Source: an optimization exercise on an open RTL-to-GDS flow (aim: small area and a short achievable clock period). Production flows keep margins and buffers that such runs may drop. Function was checked by simulation only, so behaviour that the tests miss may differ from the original.

==> inputs of trial 74 <==
// mips_core
module mips_core #(
    parameter logic [mips_pkg::XLEN-1:0] P_RESET_PC = '0
) (
    input  logic                            i_clk,
    input  logic                            i_reset,
    input  logic                            i_instr_valid,
    input  mips_pkg::instr_t                i_instr,
    output logic                            o_instr_ready,
    input  logic                            i_ret_ready,
    output logic                            o_ret_valid,
    output logic                            o_ret_wr,
    output logic [mips_pkg::XLEN-1:0]       o_ret_pc,
    output logic [mips_pkg::XLEN-1:0]       o_ret_wdata,
    output logic [mips_pkg::XLEN-1:0]       o_ret_next_pc,
    output logic [mips_pkg::REG_AW-1:0]     o_ret_waddr
);
    logic            valid;      
    logic [31:0]     pc_q;       
    logic [31:0]     a_q;        
    logic [31:0]     b_q;        
    logic [31:0]     alt_q;      
    logic [4:0]      shamt_q;
    logic            sh_left_q, sh_arith_q;
    logic            land_q, lor_q, lxor_q, lnor_q, lpb_q, lpa_q, lsh_q;
    logic            beq_q, bne_q, blez_q, bgtz_q, bltz_q, bgez_q, jmp_q, jr_q;
    logic            wr_q, movz_q, movn_q;
    logic [4:0]      waddr_q;
    logic [31:0]     regs [1:31];
    logic            load, retire;
    assign o_instr_ready = !valid || i_ret_ready;
    assign load          = i_instr_valid && o_instr_ready;
    assign retire        = valid && i_ret_ready;
    logic        a_zero, b_zero, ab_eq, taken;
    logic [31:0] pc4, next_pc, shifted, result;
    assign a_zero = (a_q == 32'd0);
    assign b_zero = (b_q == 32'd0);
    assign ab_eq  = (a_q == b_q);
    assign pc4    = {pc_q[31:2] + 30'd1, pc_q[1:0]};
    always_comb begin
        taken = (beq_q  && ab_eq)
             || (bne_q  && !ab_eq)
             || (blez_q && (a_q[31] || a_zero))
             || (bgtz_q && !a_q[31] && !a_zero)
             || (bltz_q && a_q[31])
             || (bgez_q && !a_q[31]);
        if (jr_q)
            next_pc = a_q;
        else if (jmp_q || taken)
            next_pc = alt_q;
        else
            next_pc = pc4;
    end
    logic fill;
  ...
Settings: LEC_CHECK=0, CAP_MARGIN=20, CORE_MARGIN=2, CORE_UTILIZATION=50, SETUP_SLACK_MARGIN=5, SLEW_MARGIN=20; clock period 10.0 ns.
run.sh (not shown) runs the stock make flow with config.mk's settings and CLKGATE_MAP_FILE= SYNTH_SCRIPT=/design/flow/synth_recipe.tcl, a recipe that flattens the netlist after the stock synthesis.
==> build 8: changes against trial 74 <==
--- a/flow/design.v
+++ b/flow/design.v
@@ -91,19 +91,20 @@
     output logic [mips_pkg::XLEN-1:0]       o_ret_next_pc,
     output logic [mips_pkg::REG_AW-1:0]     o_ret_waddr
 );
     logic            valid;      
     logic [31:0]     pc_q;       
     logic [31:0]     a_q;        
     logic [31:0]     b_q;        
     logic [31:0]     alt_q;      
-    logic [4:0]      shamt_q;
-    logic            sh_left_q, sh_arith_q;
-    logic            land_q, lor_q, lxor_q, lnor_q, lpb_q, lpa_q, lsh_q;
+    logic [4:1]      shl_q, shr_q;
+    logic            sh1_q, sh_arith_q;
+    logic [3:0]      lut_q;
+    logic            llink_q;    
     logic            beq_q, bne_q, blez_q, bgtz_q, bltz_q, bgez_q, jmp_q, jr_q;
     logic            wr_q, movz_q, movn_q;
     logic [4:0]      waddr_q;
     logic [31:0]     regs [1:31];
     logic            load, retire;
     assign o_instr_ready = !valid || i_ret_ready;
     assign load          = i_instr_valid && o_instr_ready;
     assign retire        = valid && i_ret_ready;
@@ -115,43 +116,36 @@
     assign pc4    = {pc_q[31:2] + 30'd1, pc_q[1:0]};
     always_comb begin
         taken = (beq_q  && ab_eq)
              || (bne_q  && !ab_eq)
              || (blez_q && (a_q[31] || a_zero))
              || (bgtz_q && !a_q[31] && !a_zero)
              || (bltz_q && a_q[31])
              || (bgez_q && !a_q[31]);
-        if (jr_q)
-            next_pc = a_q;
-        else if (jmp_q || taken)
-            next_pc = alt_q;
-        else
-            next_pc = pc4;
-    end
-    logic fill;
+        next_pc = ({32{jr_q}} & a_q)
+                | ({32{!jr_q && (jmp_q || taken)}} & alt_q)
+                | ({32{!jr_q && !jmp_q && !taken}} & pc4);
+    end
+    logic        fill;
+    logic [31:0] lut_r;
     assign fill = sh_arith_q && b_q[31];
     always_comb begin
-        shifted = b_q;
-        for (int i = 0; i < 5; i++) begin
-            if (shamt_q[i]) begin
-                if (sh_left_q)
-                    shifted = shifted << (1 << i);
-                else
-                    shifted = (shifted >> (1 << i)) | ({32{fill}} << (32 - (1 << i)));
-            end
-        end
-    end
-    assign result = ({32{land_q}} & (a_q & b_q))
-                  | ({32{lor_q}}  & (a_q | b_q))
-                  | ({32{lxor_q}} & (a_q ^ b_q))
-                  | ({32{lnor_q}} & ~(a_q | b_q))
-                  | ({32{lpb_q}}  & b_q)
-                  | ({32{lpa_q}}  & a_q)
-                  | ({32{lsh_q}}  & shifted);
+        shifted = ({32{shl_q[1]}} & (b_q << 2))
+                | ({32{shr_q[1]}} & {{2{fill}}, b_q[31:2]})
+                | ({32{sh1_q}}    & b_q);
+        for (int i = 2; i < 5; i++) begin
+            shifted = ({32{shl_q[i]}} & (shifted << (1 << i)))
+                    | ({32{shr_q[i]}} & ((shifted >> (1 << i)) | ({32{fill}} << (32 - (1 << i)))))
+                    | ({32{!(shl_q[i] || shr_q[i])}} & shifted);
+        end
+        for (int i = 0; i < 32; i++)
+            lut_r[i] = lut_q[{a_q[i], b_q[i]}];
+    end
+    assign result = shifted | lut_r | ({32{llink_q}} & pc4);
     assign o_ret_valid   = valid;
     assign o_ret_pc      = pc_q;
     assign o_ret_next_pc = next_pc;
     assign o_ret_wdata   = result;
     assign o_ret_waddr   = waddr_q;
     assign o_ret_wr      = wr_q || (movz_q && b_zero) || (movn_q && !b_zero);
     logic [5:0]  opc, fn;
     logic [4:0]  rs_f, rt_f, rd_f, sa_f;
@@ -188,24 +182,43 @@
         rt_raw = '0;
         for (int k = 1; k < 32; k++) begin
             rs_raw = rs_raw | ({32{rs_f == 5'(k)}} & regs[k]);
             rt_raw = rt_raw | ({32{rt_f == 5'(k)}} & regs[k]);
         end
         rs_v = (valid && o_ret_wr && (waddr_q == rs_f)) ? result : rs_raw;
         rt_v = (valid && o_ret_wr && (waddr_q == rt_f)) ? result : rt_raw;
     end
-    logic [31:0] new_pc, new_pc4, new_alt, b_alt;
+    logic [4:0]  shamt;
+    logic [3:0]  lut;
+    logic        sh0_l, sh0_r;
+    assign shamt = fn[2] ? rs_v[4:0] : sa_f;
+    assign sh0_l = is_shift && shamt[0] && !fn[1];
+    assign sh0_r = is_shift && shamt[0] && fn[1];
+    always_comb begin
+        lut = 4'b0000;
+        if (is_rlogic || is_ilogic) begin
+            case (lop)
+                2'b00: lut = 4'b1000;                           
+                2'b01: lut = 4'b1110;                           
+                2'b10: lut = 4'b0110;                           
+                default: lut = is_rlogic ? 4'b0001 : 4'b1010;   
+            endcase
+        end else if (is_mov) begin
+            lut = 4'b1100;                                      
+        end
+    end
+    logic [31:0] new_pc, new_pc4, new_alt, b_imm;
     logic [30:0] br_sum;
     assign new_pc  = valid ? next_pc : pc_q;
     assign new_pc4 = {new_pc[31:2] + 30'd1, new_pc[1:0]};
     assign br_sum  = {new_pc[31:2], 1'b1} + {{14{imm[15]}}, imm, 1'b1};
     assign new_alt = is_j ? {new_pc4[31:28], i_instr.j.target, 2'b00}
                           : {br_sum[30:1], new_pc[1:0]};
-    assign b_alt   = is_lui ? {imm, 16'h0000} : (is_ilogic ? {16'h0000, imm} : new_pc4);
+    assign b_imm   = is_lui ? {imm, 16'h0000} : {16'h0000, imm};
     always_ff @(posedge i_clk) begin
         if (i_reset)
             valid <= 1'b0;
         else if (load)
             valid <= 1'b1;
         else if (i_ret_ready)
             valid <= 1'b0;
     end
@@ -213,28 +226,24 @@
         if (i_reset)
             pc_q <= P_RESET_PC;
         else if (retire)
             pc_q <= next_pc;
     end
     always_ff @(posedge i_clk) begin
         if (load) begin
             a_q        <= rs_v;
-            b_q        <= (is_ilogic || link) ? b_alt : rt_v;
+            b_q        <= is_ilogic ? b_imm : (sh0_l ? {rt_v[30:0], 1'b0} : (sh0_r ? {fn[0] && rt_v[31], rt_v[31:1]} : rt_v));
             alt_q      <= new_alt;
-            shamt_q    <= fn[2] ? rs_v[4:0] : sa_f;
-            sh_left_q  <= !fn[1];
+            shl_q      <= shamt[4:1] & {4{is_shift && !fn[1]}};
+            shr_q      <= shamt[4:1] & {4{is_shift && fn[1]}};
+            sh1_q      <= is_shift && !shamt[1];
             sh_arith_q <= fn[0];
-            land_q     <= (is_rlogic || is_ilogic) && (lop == 2'b00);
-            lor_q      <= (is_rlogic || is_ilogic) && (lop == 2'b01);
-            lxor_q     <= (is_rlogic || is_ilogic) && (lop == 2'b10);
-            lnor_q     <= is_rlogic && (lop == 2'b11);
-            lpb_q      <= is_lui || link;
-            lpa_q      <= is_mov;
-            lsh_q      <= is_shift;
+            lut_q      <= lut;
+            llink_q    <= link;
             beq_q      <= (opc == 6'h04);
             bne_q      <= (opc == 6'h05);
             blez_q     <= (opc == 6'h06);
             bgtz_q     <= (opc == 6'h07);
             bltz_q     <= regimm_ok && !rt_f[0];
             bgez_q     <= regimm_ok && rt_f[0];
             jmp_q      <= is_j;
             jr_q       <= is_jr;
- CORE_UTILIZATION: 50 -> 55
- CTS_CLUSTER_DIAMETER: not set -> 100
- CTS_CLUSTER_SIZE: not set -> 24
- TNS_END_PERCENT: not set -> 0
==> summary of the runs <==
- Worst hold slack: trial 74 is worse than build 8 (30 ps).
- Of trial 74 and build 8, trial 74 has the higher synthesized cell count (gap about 8%, measured against build 8).
- In utilization, trial 74 and build 8 hardly differ.
- In build 8 the final cell count is smaller than in trial 74, by about 14%.
- Against trial 74, the setup slack of build 8 is better by 330 ps.
- Sequential share of layout area: build 8 is higher than trial 74 (7.4 points).
- Sequential cell count: build 8 is higher than trial 74 (1).
- Between build 8 and trial 74, the lower critical path depth is in build 8 (gap 2).

==> separate check: timing with driven ports <==
Ports are ideal in the flow. The routed layouts listed here were re-timed in OpenROAD.
Step 1 assumes that a clkbuf_16 drives the clock port and a buf_2 every other input.
Step 2 adds t to the input delays and takes it off the output delays; t is the mean of the earliest and latest rising clock arrival at the registers after step 1. Input paths then give back, and output paths get back, about the clock's delay inside the block.
Three values: ideal, step 1, step 2; two values: the first two.
| run | shift t [ns] | setup WS [ns] | hold WS [ns] |
|---|---|---|---|
| trial 74 | 0.837 | 4.040 / 3.962 / 3.926 | 0.508 / 0.508 / 0.508 |
| build 8 | 0.804 | 4.367 / 4.291 / 3.633 | 0.538 / 0.538 / 0.538 |
After both steps setup and hold are still met in every run listed. For build 8, which loses most, drivers alone change the setup slack by -0.076 ns; drivers and shift together by -0.734 ns.
